This is an optimization exercise on Yosys and OpenROAD, whose aim is small area and a short achievable clock period, not a production implementation.
RTL that was checked went through simulation tests only; none was proved equivalent to the original.
For run 3, only the layout was checked, not whether the RTL still works.
No activity file was given, so power comes from the tool's default toggle rates.

$ cat flow/design.v
module mr_o22ai (input logic a1, a2, b1, b2, output logic y);
  assign y = ~((a1 | a2) & (b1 | b2));
endmodule
module mr_a222oi (input logic a1, a2, b1, b2, c1, c2, output logic y);
  assign y = ~((a1 & a2) | (b1 & b2) | (c1 & c2));
endmodule
module mr_nand2 (input logic a, b, output logic y);
  assign y = ~(a & b);
endmodule
module mr_nand3 (input logic a, b, c, output logic y);
  assign y = ~(a & b & c);
endmodule
module mr_nor2 (input logic a, b, output logic y);
  assign y = ~(a | b);
endmodule
module mr_sel16 (input logic [15:0] sel, input logic [15:0] q, output logic y_n);
  logic [5:0] l1;    
  logic [1:0] l2;    
  for (genvar k = 0; k < 5; k++) begin : g_l1
    mr_a222oi u (.a1(sel[3*k]), .a2(q[3*k]), .b1(sel[3*k+1]), .b2(q[3*k+1]),
                 .c1(sel[3*k+2]), .c2(q[3*k+2]), .y(l1[k]));
  end
  mr_nand2 u_l1_last (.a(sel[15]), .b(q[15]), .y(l1[5]));
  mr_nand3 u_l2_0 (.a(l1[0]), .b(l1[1]), .c(l1[2]), .y(l2[0]));
  mr_nand3 u_l2_1 (.a(l1[3]), .b(l1[4]), .c(l1[5]), .y(l2[1]));
  mr_nor2 u_l3 (.a(l2[0]), .b(l2[1]), .y(y_n));
endmodule
module main_mem_responder (
  input  logic        clk,
  input  logic        rst,
  input  logic        MemoryRequest,
  input  logic        MemoryWriteEnable,
  input  logic [15:0] MemoryAddressIn,
  input  logic [15:0] MemoryDataIn,
  output logic        MemStall,
  output logic        MemDataValid,
  output logic [15:0] MemDataOut,
  output logic [15:0] MemAddressOut
);
  logic [15:0] mem_q [256];
  logic        ph_q;                  
  logic        busy_q;                
  logic        rv0_q, rv1_q, rv2_q, rv3_q;
  logic [15:0] ra0_q, ra1_q, ra2_q, ra3_q;
  logic [15:0] wpa_q [2], wpb_q [2];  
  logic [15:0] wc_q;                  
  logic [15:0] rsel_q [2];            
  logic [15:0] grpn_q [16];           
  logic        ph2_q;                 
  logic [15:0] do_q;
  logic rd_accept, wr_accept;
  assign rd_accept = rst & MemoryRequest & ~MemoryWriteEnable;
  assign wr_accept = rst & MemoryRequest & MemoryWriteEnable & ~busy_q;
  assign MemStall  = rst & MemoryRequest & MemoryWriteEnable & busy_q;
  always_ff @(posedge clk) begin
    ph_q   <= ~ph_q;
    busy_q <= rst & (rd_accept | rv0_q | rv1_q);
    rv0_q  <= rd_accept;
    rv1_q  <= rst & rv0_q;
    rv2_q  <= rst & rv1_q;
    rv3_q  <= rst & rv2_q;
    for (int c = 0; c < 2; c++) begin
      for (int i = 0; i < 16; i++) begin
        wpa_q[c][i] <= wr_accept & (MemoryAddressIn[4:1] == i[3:0]) & (MemoryAddressIn[5] == c[0]);
        wpb_q[c][i] <= (MemoryAddressIn[8:5] == i[3:0]) & (MemoryAddressIn[1] == c[0]);
      end
    end
    wc_q   <= MemoryDataIn ^ {16{~ph_q}};
    ra0_q  <= MemoryAddressIn;
    ra1_q  <= ra0_q;
    ra2_q  <= ra1_q;
    ra3_q  <= (rst & rv2_q) ? ra2_q : 16'h0000;
    for (int c = 0; c < 2; c++)
      for (int i = 0; i < 16; i++) rsel_q[c][i] <= (ra0_q[4:1] == i[3:0]) & (ra0_q[5] == c[0]);
  end
  logic [255:0] wr1, wr2;
  always_comb begin
    for (int w = 0; w < 256; w++) begin
      wr1[w] = wpa_q[(w / 16) % 2][w % 16] & wpb_q[w % 2][w / 16];
      wr2[w] = ~wr1[w];
    end
  end
  logic [15:0] mem_d [256];
  for (genvar w = 0; w < 256; w++) begin : g_row
    for (genvar b = 0; b < 16; b++) begin : g_bit
      mr_o22ai u_nx (.a1(mem_q[w][b]), .a2(wr1[w]), .b1(wc_q[b]), .b2(wr2[w]), .y(mem_d[w][b]));
    end
  end
  always_ff @(posedge clk) begin
    for (int w = 0; w < 256; w++) mem_q[w] <= mem_d[w];
  end
  logic [15:0] grpn [16];
  for (genvar g = 0; g < 16; g++) begin : g_part
    for (genvar b = 0; b < 16; b++) begin : g_bit
      logic [15:0] col;
      for (genvar i = 0; i < 16; i++) begin : g_w
        assign col[i] = mem_q[g * 16 + i][b];
      end
      mr_sel16 u_sel (.sel(rsel_q[g % 2]), .q(col), .y_n(grpn[g][b]));
    end
  end
  always_ff @(posedge clk) begin
    for (int g = 0; g < 16; g++) grpn_q[g] <= grpn[g];
    ph2_q <= ph_q;
    do_q  <= (rst & rv2_q) ? (grpn_q[ra2_q[8:5]] ^ {16{~ph2_q}}) : 16'h0000;
  end
  assign MemDataValid  = rv3_q;
  assign MemDataOut    = do_q;
  assign MemAddressOut = ra3_q;
endmodule
$ cat flow/run.sh
#!/bin/bash
# synth_recipe.tcl (not shown) runs the flow's synth.tcl, then flattens the netlist and writes it again
# the make line also repeats each setting of config.mk as NAME=value (left out here)
make -C /OpenROAD-flow-scripts/flow DESIGN_CONFIG=/design/flow/config.mk WORK_HOME=/design/flow/orfs CLKGATE_MAP_FILE= SYNTH_SCRIPT=/design/flow/synth_recipe.tcl finish
$ cat flow/config.mk
export PLATFORM = sky130hd
export DESIGN_NAME = main_mem_responder
export DESIGN_NICKNAME = main_mem_responder
export VERILOG_FILES = /design/flow/design.v
export SDC_FILE = /design/flow/constraint.sdc
export NUM_CORES = 4
export LEC_CHECK = 0
export CAP_MARGIN = 10
export CORE_MARGIN = 2
export CORE_UTILIZATION = 40
export CTS_CLUSTER_DIAMETER = 60
export CTS_CLUSTER_SIZE = 30
export SETUP_SLACK_MARGIN = 1.3
export SLEW_MARGIN = 10
export SYNTH_HIERARCHICAL = 1
$ cat flow/constraint.sdc
create_clock -name core_clock -period 3.5 [get_ports {clk}]
set_input_delay 0.7000 -clock core_clock [delete_from_list [all_inputs] [get_ports {clk}]]
set_output_delay 0.7000 -clock core_clock [all_outputs]
set_load 0.01 [all_outputs]
==> flow_summary.yaml, run 1 <==
finish:
  fin_cells: 17700
  drive_gt1_share_pct: 9.06
  nets: 13000
  syn_to_final_growth_pct: 14.1
  utilization_pct: 45.8
drt:
  vias_per_cell: 6.84
  first_iter_violations: 19300
  route.met2.wl_microns: 234000
  drt_first_pass_iters: 13
  wl_microns: 541000
  drt-met1-wl_microns: 224000
  wl_per_cell_microns: 30.5
  top_layer_used: "met5"
  via_count: 121000
  drc: 0
  ant_nets: 0
  wl_met3_microns: 54200
power_and_ir_drop:
  ir_drop_mv: 0.502
  p_clk_share_pct: 36.0
  cellPowerDensity_nw_per_um2: 557
  power_frac_seq_pct: 59.1
  p_int_uw: 67100
  netSwitchingPower_uw: 22000
  leakage_uw: 0.0639
  p_sw_share_pct: 24.7
  combPwrFrac_pct: 4.8
global_route:
  grt_overflow: 0
  grt_pass1_vias: 109000
  grt_usage_pct: 28.5
  grt_pass1_wl_microns: 772000
  grt_max_degree: 111
  antenna_found_initial: 32
die:
  core.rowCount: 217
  die-area_sq_um: 356000
  start_util_pct: 40.2
  design.core.area_sq_um: 349000
  num_io_pins: 70
  die_height_microns: 596
  die_w_microns: 596
critical_path:
  crit_chain: "inv_2 -> nor2_1 -> buf_2"
  worstReg2RegStart: "rsel_q[1][11]"
  r2r-end: "grpn_q[13][10]"
  crit_buf_inv: 2
  crit_slowest_cell: "dfxtp_2"
  endpoint_kind: "output pin"
  critPathMaxFanout: 2
  critical_path_class: "reg2out"
  critPathTopFamily: "flip-flops"
  reg2reg_setup_slack_ps: 1240
  cp.required_ps: 2800
  reg2reg_depth: 4
  max_stage_delay_ps: 350
  arrival_ps: 1560
  start_kind: "flop"
yosys:
  synth.avg_cell_area_sq_um: 11.5
  synth-warning-count: 19
  yosysUniqueCellTypes: 53
  netlist_instances: 12200
  syn-cell-area_sq_um: 140000
  synth_top_area_share_pct: 64.9
  synth_edf_count: 0
  synth_fp_nets: 12200
  ys_ff_latch: 4551
  synthFlopType: "dfxtp_1"
  synth_area_leaders: "dfxtp_1 65%, o22ai_1 18%, a222oi_1 9.1%"
  synth_most_common_cell: "dfxtp_1"
  seq_area_frac_synth_pct: 64.9
  synthArstFlopShare_pct: 0
  synth_common_cells: "4551 x dfxtp_1, 4119 x o22ai_1, 1281 x a222oi_1"
  synth_largest_area_cell: "dfxtp_1"
clocking:
  hold_buffers: 0
  htree_levels: 4
  path_clk_slew_ps: 110
  numClockSinks: 4551
  cts_tree: "yes"
  cts_root_buf: "clkbuf_16"
  cts_buffers: 221
  cts_buffer_depth: 4
  clk_latency_ps: 960
sta:
  holdWs_ps: 192
  timing.final.max_slew_violations: 0
  hold_viol_final: 0
  tns_ps: 0
  finClkSkew_ps: 66.0
  worst_pin_slew_ps: 1180
  relSlewSlack_pct: 21.2
  min_period_over_period_pct: 64.6
  setup_viol: 0
  fmax_mhz: 442
  fin_crit_ps: 2260
  rsz0062_at_grt: "true"
status:
  outcome: "complete, no violations"
hold_path:
  whs_endpoint: "ra0_q[15]"
  hold_path.class: "in2reg"
  whs_path_depth: 1
  min-delay-start: "MemoryAddressIn[15]"
place:
  hpwl_microns: 333000
  portBuffers: 69
  gp_congestion: 0.936
  placedCellCount: 17300
flow_run:
  drv_cap: 0
==> sequential cells by signal (all words and copies together) (netlist names), 16 cells and up <==
| signal | flops |
|---|---|
| do_q | 16 |
| grpn_q | 256 |
| mem_q | 4096 |
| ra0_q | 16 |
| ra1_q | 16 |
| ra2_q | 16 |
| ra3_q | 16 |
| rsel_q | 32 |
| wc_q | 16 |
| wpa_q | 32 |
| wpb_q | 32 |
==> timing repair <==
item	in CTS	in global routing
pin swaps	3	18
endpoints found under the setup margin	398	256
setup buffers	15	12
resized for setup	240	53
hold endpoints to repair	0	0
cloned	2	2
==> final cells by class <==
| cell class | count | area [sq um] |
|---|---|---|
| inverters | 271 | 1040 |
| diodes | 18 | 45.0 |
| clock inverters | 146 | 1800 |
| well taps | 4599 | 5750 |
| multi-input cells | 7223 | 47700 |
| flip-flops and latches | 4551 | 91400 |
| fillers | 32600 | 189000 |
| repair buffers | 657 | 6440 |
| clock buffers | 245 | 5820 |
==> cells by family (layout without fill, tap and decap cells) <==
| logic type | Yosys count | after routing | share of synthesized area [%] |
|---|---|---|---|
| compound gates | 5534 | 5534 | 28.2 |
| buf+inv | 405 | 1319 | 1.19 |
| xor+xnor | 16 | 16 | 0.0999 |
| mux | 48 | 48 | 0.350 |
| other cells | 0 | 18 | 0 |
| flops | 4551 | 4551 | 64.9 |
| simple gates | 1625 | 1625 | 5.27 |
==> power groups by stage <==
stage	clock (uW)	sequential, uW	combinational, uW
after CTS	32300	52700	4120
after detailed placement	0	53900	4030
after global placement	0	53900	4030
after global routing	34200	52700	4410
after floorplan	0	54100	1680
final	32100	52700	4310
==> Yosys stat by module (local to each module, per instance), a selection <==
module	area [sq um]	cells inside
mr_a222oi	10.0	1
main_mem_responder	97400	5779
mr_nand2	3.75	1
mr_nand3	5.00	1
mr_nor2	3.75	1
mr_o22ai	6.26	1
==> metal layers <==
metal	GRT usage (%)	vias up
met3	5.10	992
met4	12.9	20
met2	42.4	6420
li1	-	52900
met5	0	-
met1	40.3	60800
==> cells in the final DEF, fill, tap and decap left out, drive strengths merged, types with 13 or more instances in the layout <==
cell type,instances
a21oi,41
a222oi,1281
a22oi,15
and3,33
buf,619
clkbuf,247
clkdlybuf4s50,35
clkinv,51
clkinvlp,19
dfxtp,4551
diode,18
inv,339
mux2i,43
nand2,525
nand3,571
nand3b,16
nor2,376
o21ai,20
o21bai,22
o22ai,4119
o32a,14
or3b,30
or4,13
xnor2,16
==> worst max path at each step <==
stage	start	to	slack, ps	cells past startpoint
floorplan	rsel_q[0][15]	grpn_q[0][0]	790	3
global placement	rst	do_q[13]	800	7
detailed placement	MemoryAddressIn[1]	wpb_q[0][1]	830	3
CTS	do_q[2]	MemDataOut[2]	1080	1
global route	ra2_q[5]	do_q[13]	1190	7
finish	busy_q	MemStall	1240	3
==> worst reg2reg max path: stages, from the launching register on <==
cell	delay, ps
dfxtp_4	550
buf_12	440
a222oi_1	560
nand3_1	290
nor2_1	320
==> through the flow <==
stage / cell area, sq um / power (uW) / setup WS [ps]
global placement: 152000 / 57900 / 795
CTS: 160000 / 89100 / 1080
global route: 160000 / 91300 / 1190
detailed placement: 152000 / 57900 / 828
finish: 160000 / 89100 / 1240
floorplan: 140000 / 55800 / 789
==> inputs of run 2 (changes only) <==
--- a/flow/design.v
+++ b/flow/design.v
@@ -1,5 +1,5 @@
-module mr_o22ai (input logic a1, a2, b1, b2, output logic y);
-  assign y = ~((a1 | a2) & (b1 | b2));
+module mr_o22a (input logic a1, a2, b1, b2, output logic y);
+  assign y = (a1 | a2) & (b1 | b2);
 endmodule
 module mr_a222oi (input logic a1, a2, b1, b2, c1, c2, output logic y);
   assign y = ~((a1 & a2) | (b1 & b2) | (c1 & c2));
@@ -38,7 +38,6 @@
   output logic [15:0] MemAddressOut
 );
   logic [15:0] mem_q [256];
-  logic        ph_q;                  
   logic        busy_q;                
   logic        rv0_q, rv1_q, rv2_q, rv3_q;
   logic [15:0] ra0_q, ra1_q, ra2_q, ra3_q;
@@ -46,14 +45,12 @@
   logic [15:0] wc_q;                  
   logic [15:0] rsel_q [2];            
   logic [15:0] grpn_q [16];           
-  logic        ph2_q;                 
   logic [15:0] do_q;
   logic rd_accept, wr_accept;
   assign rd_accept = rst & MemoryRequest & ~MemoryWriteEnable;
   assign wr_accept = rst & MemoryRequest & MemoryWriteEnable & ~busy_q;
   assign MemStall  = rst & MemoryRequest & MemoryWriteEnable & busy_q;
   always_ff @(posedge clk) begin
-    ph_q   <= ~ph_q;
     busy_q <= rst & (rd_accept | rv0_q | rv1_q);
     rv0_q  <= rd_accept;
     rv1_q  <= rst & rv0_q;
@@ -65,7 +62,7 @@
         wpb_q[c][i] <= (MemoryAddressIn[8:5] == i[3:0]) & (MemoryAddressIn[1] == c[0]);
       end
     end
-    wc_q   <= MemoryDataIn ^ {16{~ph_q}};
+    wc_q   <= MemoryDataIn;
     ra0_q  <= MemoryAddressIn;
     ra1_q  <= ra0_q;
     ra2_q  <= ra1_q;
@@ -83,7 +80,7 @@
   logic [15:0] mem_d [256];
   for (genvar w = 0; w < 256; w++) begin : g_row
     for (genvar b = 0; b < 16; b++) begin : g_bit
-      mr_o22ai u_nx (.a1(mem_q[w][b]), .a2(wr1[w]), .b1(wc_q[b]), .b2(wr2[w]), .y(mem_d[w][b]));
+      mr_o22a u_nx (.a1(mem_q[w][b]), .a2(wr1[w]), .b1(wc_q[b]), .b2(wr2[w]), .y(mem_d[w][b]));
     end
   end
   always_ff @(posedge clk) begin
@@ -101,8 +98,7 @@
   end
   always_ff @(posedge clk) begin
     for (int g = 0; g < 16; g++) grpn_q[g] <= grpn[g];
-    ph2_q <= ph_q;
-    do_q  <= (rst & rv2_q) ? (grpn_q[ra2_q[8:5]] ^ {16{~ph2_q}}) : 16'h0000;
+    do_q  <= (rst & rv2_q) ? ~grpn_q[ra2_q[8:5]] : 16'h0000;
   end
   assign MemDataValid  = rv3_q;
   assign MemDataOut    = do_q;
==> flow/config.mk (replaced) <==
export PLATFORM = sky130hd
export DESIGN_NAME = main_mem_responder
export DESIGN_NICKNAME = main_mem_responder
export VERILOG_FILES = /design/flow/design.v
export SDC_FILE = /design/flow/constraint.sdc
export NUM_CORES = 4
export LEC_CHECK = 0
export CAP_MARGIN = 20
export CORE_MARGIN = 2
export CORE_UTILIZATION = 40
export CTS_CLUSTER_DIAMETER = 80
export CTS_CLUSTER_SIZE = 24
export SETUP_SLACK_MARGIN = 1.3
export SLEW_MARGIN = 20
export SYNTH_HIERARCHICAL = 1
==> run 2 against run 1 <==
Net effect: critical endpoint unchanged; area after synthesis is 6.8% higher; non-clock buffer count up 225; highest routed layer unchanged; combinational power decreased by 44%; still clean.
==> flow_summary.yaml, run 2 <==
drt:
  drt_first_pass_iters: 14
  vias_per_cell: 6.87
  wl_per_cell_microns: 31.9
  drc: 0
  wl_microns: 577000
  first_iter_violations: 18500
  via_count: 124000
  ant_nets: 0
power_and_ir_drop:
  cellPowerDensity_nw_per_um2: 496
  leakage_uw: 0.0633
  ir_drop_mv: 0.391
finish:
  most-common-layout-cells: "4447 x dfxtp_1, 4096 x o22a_1, 1282 x a222oi_1, 721 x buf_4, 531 x nand3_1"
  finalInstanceArea_sq_um: 170000
  top_regs: "mem_q (4096), grpn_q (256)"
  final_common_cell: "dfxtp_1"
  fillers: 33500
  largest_reg_flops: 4096
  largest_register: "mem_q"
  fin_cells: 18100
  nets: 13100
  syn_to_final_growth_pct: 13.5
  drive_gt1_share_pct: 9.82
die:
  design.core.area_sq_um: 372000
  num_io_pins: 70
  die_height_microns: 616
  die-area_sq_um: 380000
  start_util_pct: 40.2
  die_w_microns: 616
  core.rowCount: 224
sta:
  rsz0062_at_grt: "true"
  fin_crit_ps: 2360
  tns_ps: 0
  holdWs_ps: 115
  worst_pin_slew_ps: 1090
  relSlewSlack_pct: 27.3
  hold_viol_final: 0
  finClkSkew_ps: 59.8
  setup_viol: 0
  min_period_over_period_pct: 67.5
  timing.final.max_slew_violations: 0
  fmax_mhz: 423
yosys:
  yosysUniqueCellTypes: 59
  synth-warning-count: 19
  synthArstFlopShare_pct: 0
  ys_ff_latch: 4549
  synthFlopType: "dfxtp_1"
  synth_edf_count: 0
  synth_common_cells: "4549 x dfxtp_1, 4096 x o22a_1, 1282 x a222oi_1"
  synth_most_common_cell: "dfxtp_1"
  syn-cell-area_sq_um: 150000
  synth_area_leaders: "dfxtp_1 61%, o22a_1 24%, a222oi_1 8.6%"
  seq_area_frac_synth_pct: 60.8
  synth.avg_cell_area_sq_um: 12.5
  synth_top_area_share_pct: 60.8
  synth_fp_nets: 12100
  netlist_instances: 12000
  synth_largest_area_cell: "dfxtp_1"
critical_path:
  crit_buf_inv: 1
  cp.required_ps: 2800
  arrival_ps: 1660
  endpoint_kind: "output pin"
  critical_path_cell_count: 2
  cp-endpoint: "MemStall"
  reg2reg_setup_slack_ps: 1190
  r2r-end: "grpn_q[0][10]"
  critPathMaxFanout: 2
  critical_path_class: "reg2out"
  critPathTopFamily: "flip-flops"
  reg2reg_depth: 4
  crit_slowest_cell: "dfxtp_2"
  crit_chain: "and4_1 -> buf_2"
  crit_start: "busy_q"
  start_kind: "flop"
  max_stage_delay_ps: 330
  worstReg2RegStart: "rsel_q[0][12]"
place:
  gp_congestion: 0.920
  placedCellCount: 17700
  dpl-instance-area_sq_um: 163000
  portBuffers: 69
  hpwl_microns: 366000
flow_run:
  drv_cap: 0
clocking:
  path_clk_slew_ps: 90
  cts_buffers: 221
  numClockSinks: 4549
  cts_tree: "yes"
  cts_buffer_depth: 4
  htree_levels: 4
  cts_root_buf: "clkbuf_16"
  clk_latency_ps: 1050
global_route:
  antenna_found_initial: 40
  grt_pass1_vias: 119000
  grt_max_degree: 97
  grt_usage_pct: 28.6
  grt_pass1_wl_microns: 817000
  grt_overflow: 0
status:
  outcome: "complete, no violations"
hold_path:
  hold_path.class: "in2reg"
## run 2: changes by cell type in the layout (fill, tap and decap cells not counted), sizes merged, moves of 16 or more
cell,previous run,this run
xnor2,16,0
nand3,571,531
o22a,0,4096
o21bai,22,0
mux2i,43,15
a221oi,1,27
a22o,1,17
or3b,30,5
inv,339,283
clkinv,51,15
mux2,5,33
a21oi,41,5
o22ai,4119,1
buf,619,846
## run 2: metrics by stage
stage / util (%) / setup slack (ps) / power, uW
after floorplan: - / 789 / 54900
after global placement: 43.8 / 255 / 56100
after detailed placement: 43.8 / 272 / 56200
after CTS: 45.6 / 1090 / 84700
after global routing: 45.7 / 1070 / 86700
final: 45.7 / 1140 / 84400
## run 2: final cells by class
| class | count | area [sq um] | area share, % |
|---|---|---|---|
| repair buffers | 882 | 7930 | 4.66 |
| flip-flops and latches | 4549 | 91400 | 53.7 |
| diodes | 30 | 75.1 | 0.0441 |
| multi-input cells | 7095 | 57300 | 33.7 |
| clock buffers | 248 | 5770 | 3.39 |
| inverters | 269 | 1010 | 0.596 |
| well taps | 4972 | 6220 | 3.66 |
| clock inverters | 37 | 493 | 0.290 |
## run 2: kinds of logic (layout without fill, tap and decap cells)
| family | after synthesis | count (layout) | share of synthesized area [%] |
|---|---|---|---|
| flops | 4549 | 4549 | 60.8 |
| other cells | 0 | 30 | 0 |
| mux | 48 | 48 | 0.351 |
| buf+inv | 389 | 1436 | 1.07 |
| simple gates | 1528 | 1528 | 4.49 |
| compound gates | 5519 | 5519 | 33.3 |
## run 2: report_power, final
part | switching, uW | total (uW) | leakage [uW] | internal (uW)
combinational | 1600 | 2430 | 0.0235 | 836
sequential | 635 | 52700 | 0.0368 | 52100
clock | 17100 | 29200 | 0.00305 | 12100
total | 19300 | 84400 | 0.0633 | 65100
## run 2: how the worst min path moves through the flow
stage / from / endpoint / slack [ps] / cells past startpoint
after floorplan: ra0_q[0] / ra1_q[0] / 310 / 0
after global routing: MemoryAddressIn[9] / ra0_q[9] / 90 / 1
after global placement: ra1_q[7] / ra2_q[7] / 310 / 0
final: MemoryAddressIn[11] / ra0_q[11] / 110 / 1
after detailed placement: ra1_q[5] / ra2_q[5] / 310 / 0
after CTS: MemoryAddressIn[11] / ra0_q[11] / 90 / 1
## run 2: repair_timing
| action | CTS | global route |
|---|---|---|
| hold buffers | 0 | 0 |
| pin swaps | 4 | 16 |
| cloned | 0 | 1 |
| setup endpoints to repair | 250 | 149 |
| gates resized for setup | 230 | 30 |
| setup buffers | 13 | 15 |
## run 2: worst register-to-register path, cell delays in order (launching register included)
cell	delay (ps)
dfxtp_4	550
buf_4	400
a222oi_1	650
nand3_1	280
nor2_1	320
## run 2: Yosys stat by module, one instance, submodules excluded, excerpt
| module | cell area [sq um] | flip-flops and latches | copies in the design |
|---|---|---|---|
| mr_a222oi | 10.0 | 0 | 1280 |
| mr_nand3 | 5.00 | 0 | 512 |
| mr_o22a | 8.76 | 0 | 4096 |
| mr_nand2 | 3.75 | 0 | 256 |
| main_mem_responder | 96700 | 4549 | 1 |
| mr_nor2 | 3.75 | 0 | 256 |
## run 2: metal layers
metal | track usage, % | wire [microns]
met1 | 37.2 | 229000
met2 | 44.0 | 256000
met3 | 5.60 | 56000
met4 | 16.7 | 36100
met5 | 0 | 92
==> inputs of run 3 (changes only) <==
==> flow/design.v (replaced) <==
module main_mem_responder (
  input  logic        clk,
  input  logic        rst,
  input  logic        MemoryRequest,
  input  logic        MemoryWriteEnable,
  input  logic [15:0] MemoryAddressIn,
  input  logic [15:0] MemoryDataIn,
  output logic        MemStall,
  output logic        MemDataValid,
  output logic [15:0] MemDataOut,
  output logic [15:0] MemAddressOut
);
  logic [15:0] mem_q [256];
  logic        ph_q;                  
  logic        busy_q;                
  logic        rv0_q, rv1_q, rv2_q, rv3_q;
  logic [15:0] ra0_q, ra1_q, ra2_q, ra3_q;
  logic        wv_q;                  
  logic [15:0] wc_q;                  
  logic        wvn_q;                 
  logic [7:0]  wan_q;                 
  logic [7:0]  pda_q, pdb_q;          
  logic [15:0] grp_q [4];             
  logic        ph2_q;                 
  logic [15:0] do_q;
  logic rd_accept, wr_accept;
  assign rd_accept = rst & MemoryRequest & ~MemoryWriteEnable;
  assign wr_accept = rst & MemoryRequest & MemoryWriteEnable & ~busy_q;
  assign MemStall  = rst & MemoryRequest & MemoryWriteEnable & busy_q;
  always_ff @(posedge clk) begin
    ph_q   <= ~ph_q;
    busy_q <= rst & (rd_accept | rv0_q | rv1_q);
    rv0_q  <= rd_accept;
    rv1_q  <= rst & rv0_q;
    rv2_q  <= rst & rv1_q;
    rv3_q  <= rst & rv2_q;
    wv_q   <= wr_accept;
    wc_q   <= MemoryDataIn ^ {16{~ph_q}};
    wvn_q  <= ~wr_accept;
    wan_q  <= ~MemoryAddressIn[8:1];
    ra0_q  <= MemoryAddressIn;
    ra1_q  <= ra0_q;
    ra2_q  <= ra1_q;
    ra3_q  <= (rst & rv2_q) ? ra2_q : 16'h0000;
    for (int i = 0; i < 8; i++) begin
      pda_q[i] <= (ra0_q[3:1] == i[2:0]);
      pdb_q[i] <= (ra0_q[6:4] == i[2:0]);
    end
  end
  logic [255:0] wr1, wr2;
  always_comb begin
    for (int w = 0; w < 256; w++) begin
      wr1[w] = wv_q & (ra0_q[8:1] == w[7:0]);
      wr2[w] = ~(~wvn_q & (~wan_q == w[7:0]));
    end
  end
  always_ff @(posedge clk) begin
    for (int w = 0; w < 256; w++)
      for (int b = 0; b < 16; b++)
        mem_q[w][b] <= ~((mem_q[w][b] | wr1[w]) & (wc_q[b] | wr2[w]));
  end
  logic [63:0] rsel;
  logic [15:0] grp [4];
  always_comb begin
    for (int i = 0; i < 64; i++) rsel[i] = pda_q[i % 8] & pdb_q[i / 8];
    for (int g = 0; g < 4; g++) begin
      grp[g] = '0;
      for (int i = 0; i < 64; i++) grp[g] = grp[g] | ({16{rsel[i]}} & mem_q[g * 64 + i]);
    end
  end
  always_ff @(posedge clk) begin
    for (int g = 0; g < 4; g++) grp_q[g] <= grp[g];
    ph2_q <= ph_q;
    do_q  <= (rst & rv2_q) ? (grp_q[ra2_q[8:7]] ^ {16{ph2_q}}) : 16'h0000;
  end
  assign MemDataValid  = rv3_q;
  assign MemDataOut    = do_q;
  assign MemAddressOut = ra3_q;
endmodule
--- a/flow/config.mk
+++ b/flow/config.mk
@@ -8,8 +8,4 @@
 export CAP_MARGIN = 20
 export CORE_MARGIN = 2
 export CORE_UTILIZATION = 40
-export CTS_CLUSTER_DIAMETER = 80
-export CTS_CLUSTER_SIZE = 24
-export SETUP_SLACK_MARGIN = 1.3
 export SLEW_MARGIN = 20
-export SYNTH_HIERARCHICAL = 1
==> run 3 against run 2 <==
Net effect: now fails the layout checks on negative setup slack; hold slack got worse by 20 ps; synthesized cell count rose by 16%; utilization rose by 1.8 points; highest routed layer unchanged; power rose by 26%; routed wire length rose by 46%; non-clock buffer count rose by 370; setup slack got worse by 1400 ps; sequential power fell by 4%; maximum frequency fell by 38%; register-to-register slack got worse by 1500 ps; combinational power rose to 2.7 times the previous value; critical path depth rose by 5.
==> flow_summary.yaml, run 3 <==
finish:
  nets: 14000
  largest_register: "mem_q"
  register_area_sq_um: 86000
  drive_gt1_share_pct: 14.2
  final_common_cell: "o22ai_1"
  most-common-layout-cells: "4350 x o22ai_1, 4256 x dfxtp_1, 1233 x a22oi_1, 1031 x buf_4, 444 x clkbuf_16"
  syn_to_final_growth_pct: 18.2
  fillers: 33400
  top_regs: "mem_q (4096), grp_q (64)"
  multi_input_area_sq_um: 52000
  utilization_pct: 47.5
  largest_reg_flops: 4096
clocking:
  numClockSinks: 4289
  cts_tree: "yes"
  htree_levels: 5
  cts_root_buf: "clkbuf_16"
  cts_buffers: 435
  hold_buffers: 0
  cts_buffer_depth: 4
  path_clk_slew_ps: 60
  clk_latency_ps: 1050
yosys:
  synth_most_common_cell: "o22ai_1"
  synth_top_area_share_pct: 59.5
  synthFlopType: "dfxtp_1"
  yosysUniqueCellTypes: 56
  synth-warning-count: 4
  netlist_instances: 13900
  synth_largest_area_cell: "dfxtp_1"
  syn-cell-area_sq_um: 144000
  seq_area_frac_synth_pct: 59.5
  synth_common_cells: "4350 x o22ai_1, 4289 x dfxtp_1, 1233 x a22oi_1"
  synth_area_leaders: "dfxtp_1 60%, o22ai_1 19%, a22oi_1 6.4%"
  ys_ff_latch: 4289
  synth.avg_cell_area_sq_um: 10.4
  synth_fp_nets: 14000
  synthArstFlopShare_pct: 0
  synth_edf_count: 0
sta:
  relSlewSlack_pct: 13.7
  hold_viol_final: 0
  fmax_mhz: 263
  worst_pin_slew_ps: 1290
  final.setup.worst_slack_ps: -303
  min_period_over_period_pct: 109
  timing.final.max_slew_violations: 0
  rsz0062_at_grt: "false"
  fin_crit_ps: 3800
  setup_viol: 3
  tns_ps: -461
  finClkSkew_ps: 58.6
hold_path:
  whs_endpoint: "ra0_q[13]"
  hold_path.class: "in2reg"
  whs_path_depth: 1
  min-delay-start: "MemoryAddressIn[13]"
global_route:
  antenna_found_initial: 96
  grt_overflow: 0
  grt_pass1_wl_microns: 1130000
  grt_pass1_vias: 133000
  grt_max_degree: 104
  grt_usage_pct: 44.0
critical_path:
  crit_start: "pdb_q[2]"
  reg2reg_setup_slack_ps: -300
  reg2reg_depth: 7
  r2r-end: "grp_q[1][4]"
  worstReg2RegStart: "pdb_q[2]"
  critPathMaxFanout: 36
  endpoint_kind: "flop"
  critical_path_class: "reg2reg"
  max_stage_delay_ps: 850
  start_kind: "flop"
  cp.required_ps: 4370
  arrival_ps: 4670
  crit_chain: "buf_12 -> buf_4 -> a22o_1 -> a222oi_1 -> nand4b_1 -> nor4_2 -> nand3_1"
  crit_slowest_cell: "a222oi_1"
die:
  core.rowCount: 220
  die-area_sq_um: 365000
  die_height_microns: 604
  die_w_microns: 604
  num_io_pins: 70
  start_util_pct: 40.2
  design.core.area_sq_um: 359000
status:
  outcome: "complete, but fails checks"
  so_faults: "negative setup slack"
drt:
  drt_first_pass_iters: 15
  wl_per_cell_microns: 44.0
  wl_microns: 845000
  first_iter_violations: 31200
  vias_per_cell: 7.74
  drc: 0
  via_count: 149000
  ant_nets: 0
place:
  portBuffers: 69
  hpwl_microns: 539000
  gp_congestion: 1.07
power_and_ir_drop:
  ir_drop_mv: 0.439
  leakage_uw: 0.0657
  cellPowerDensity_nw_per_um2: 624
flow_run:
  drv_cap: 0
==> run 3: routing by layer <==
metal  track usage, %  routed length (microns)  vias to the layer above
li1                 -                        -                    56000
met1             53.0                   291000                    72300
met2             58.1                   317000                    15800
met3             22.0                   148000                     4525
met4             35.8                    87600                       62
met5            0.823                      784                        -
==> run 3: worst max-delay path, delay by kind of cell, from the launching register on <==
family | cells | cell delay [ps]
flip-flops | 1 | 530
buffers and inverters | 2 | 560
AND/OR/NAND/NOR | 3 | 1390
AO/OA/AOI/OAI | 2 | 1070
==> run 3: power breakdown <==
group,switching [uW],total [uW],internal [uW]
logic,4530,6680,2150
registers,988,50800,49800
clock network,20800,48900,28000
==> run 3: worst max-delay path by stage <==
stage / cells past startpoint / to
2_1_floorplan: 8 / grp_q[1][14]
3_3_place_gp: 7 / grp_q[1][4]
3_5_place_dp: 7 / grp_q[1][4]
4_1_cts: 7 / grp_q[1][4]
5_1_grt: 7 / grp_q[1][4]
6_report: 7 / grp_q[1][4]
==> run 3: metrics by stage <==
step           hold WS (ps)  setup slack (ps)  std cells  instance area (sq um)  total power (uW)
6_report               94.4              -303      19200                 170000            106000
5_1_grt                 123              18.1      19100                 170000            108000
4_1_cts                 103               131      19100                 170000            105000
3_5_place_dp            313             -6.08      18300                 155000             57900
3_3_place_gp            311             -5.41      18300                 155000             57900
2_1_floorplan           310              1490      13900                 144000             54600
==> run 3: kinds of logic after synthesis <==
| kind of cell | share of synthesized area [%] |
|---|---|
| AOI/OAI and AO/OA | 31.1 |
| DFF | 59.5 |
| buffers and inverters | 4.60 |
| and+or+nand+nor | 4.31 |
| xor gates and xnor gates | 0.194 |
| muxes | 0.250 |
==> run 3: repair_timing <==
item                                    CTS  global route
gates resized for setup                   1             1
endpoints found under the setup margin    1             1
setup buffers                             0             0
==> run 3: cell type report <==
type                            count  share of cell area, %
Timing Repair Buffer             1252                   6.71
Antenna cell                       87                  0.128
Multi-Input combinational cell   7990                   30.5
Tap cell                         4773                   3.50
Clock buffer                      641                   7.60
Sequential cell                  4289                   50.4
Clock inverter                    150                   1.05
Inverter                           28                 0.0807

-- port drivers added, routing unchanged --
In the flow no input, the clock included, has a driving cell. The finished layouts below were timed again as built, in two steps.
Step 1 (the two cells are an assumption about what drives the block):
set clk [get_ports {clk}]
set_driving_cell -lib_cell sky130_fd_sc_hd__clkbuf_16 $clk
set_driving_cell -lib_cell sky130_fd_sc_hd__buf_2 [delete_from_list [all_inputs] $clk]
Step 2 adds t to the input delays and takes it off the output delays; t is the mean of the earliest and latest rising clock arrival at the registers after step 1. Input paths then give back, and output paths get back, about the clock's delay inside the block.
Three values: no drivers, after step 1, after step 2; two values: the first two.
| run | shift t [ns] | slack for setup (ns) | hold slack, ns | worst setup path at the end |
|---|---|---|---|---|
| run 1 | 1.033 | 1.238 / 1.134 / 0.742 | 0.192 / 0.115 / 0.315 | input to register |
| run 2 | 1.109 | 1.138 / 1.045 / 0.706 | 0.115 / 0.043 / 0.324 | input to register |
| run 3 | 1.143 | -0.303 / -0.303 / -0.303 | 0.094 / 0.007 / 0.307 | register to register |
For run 1, which loses most, drivers alone change the setup slack by -0.104 ns; drivers and shift together by -0.496 ns.
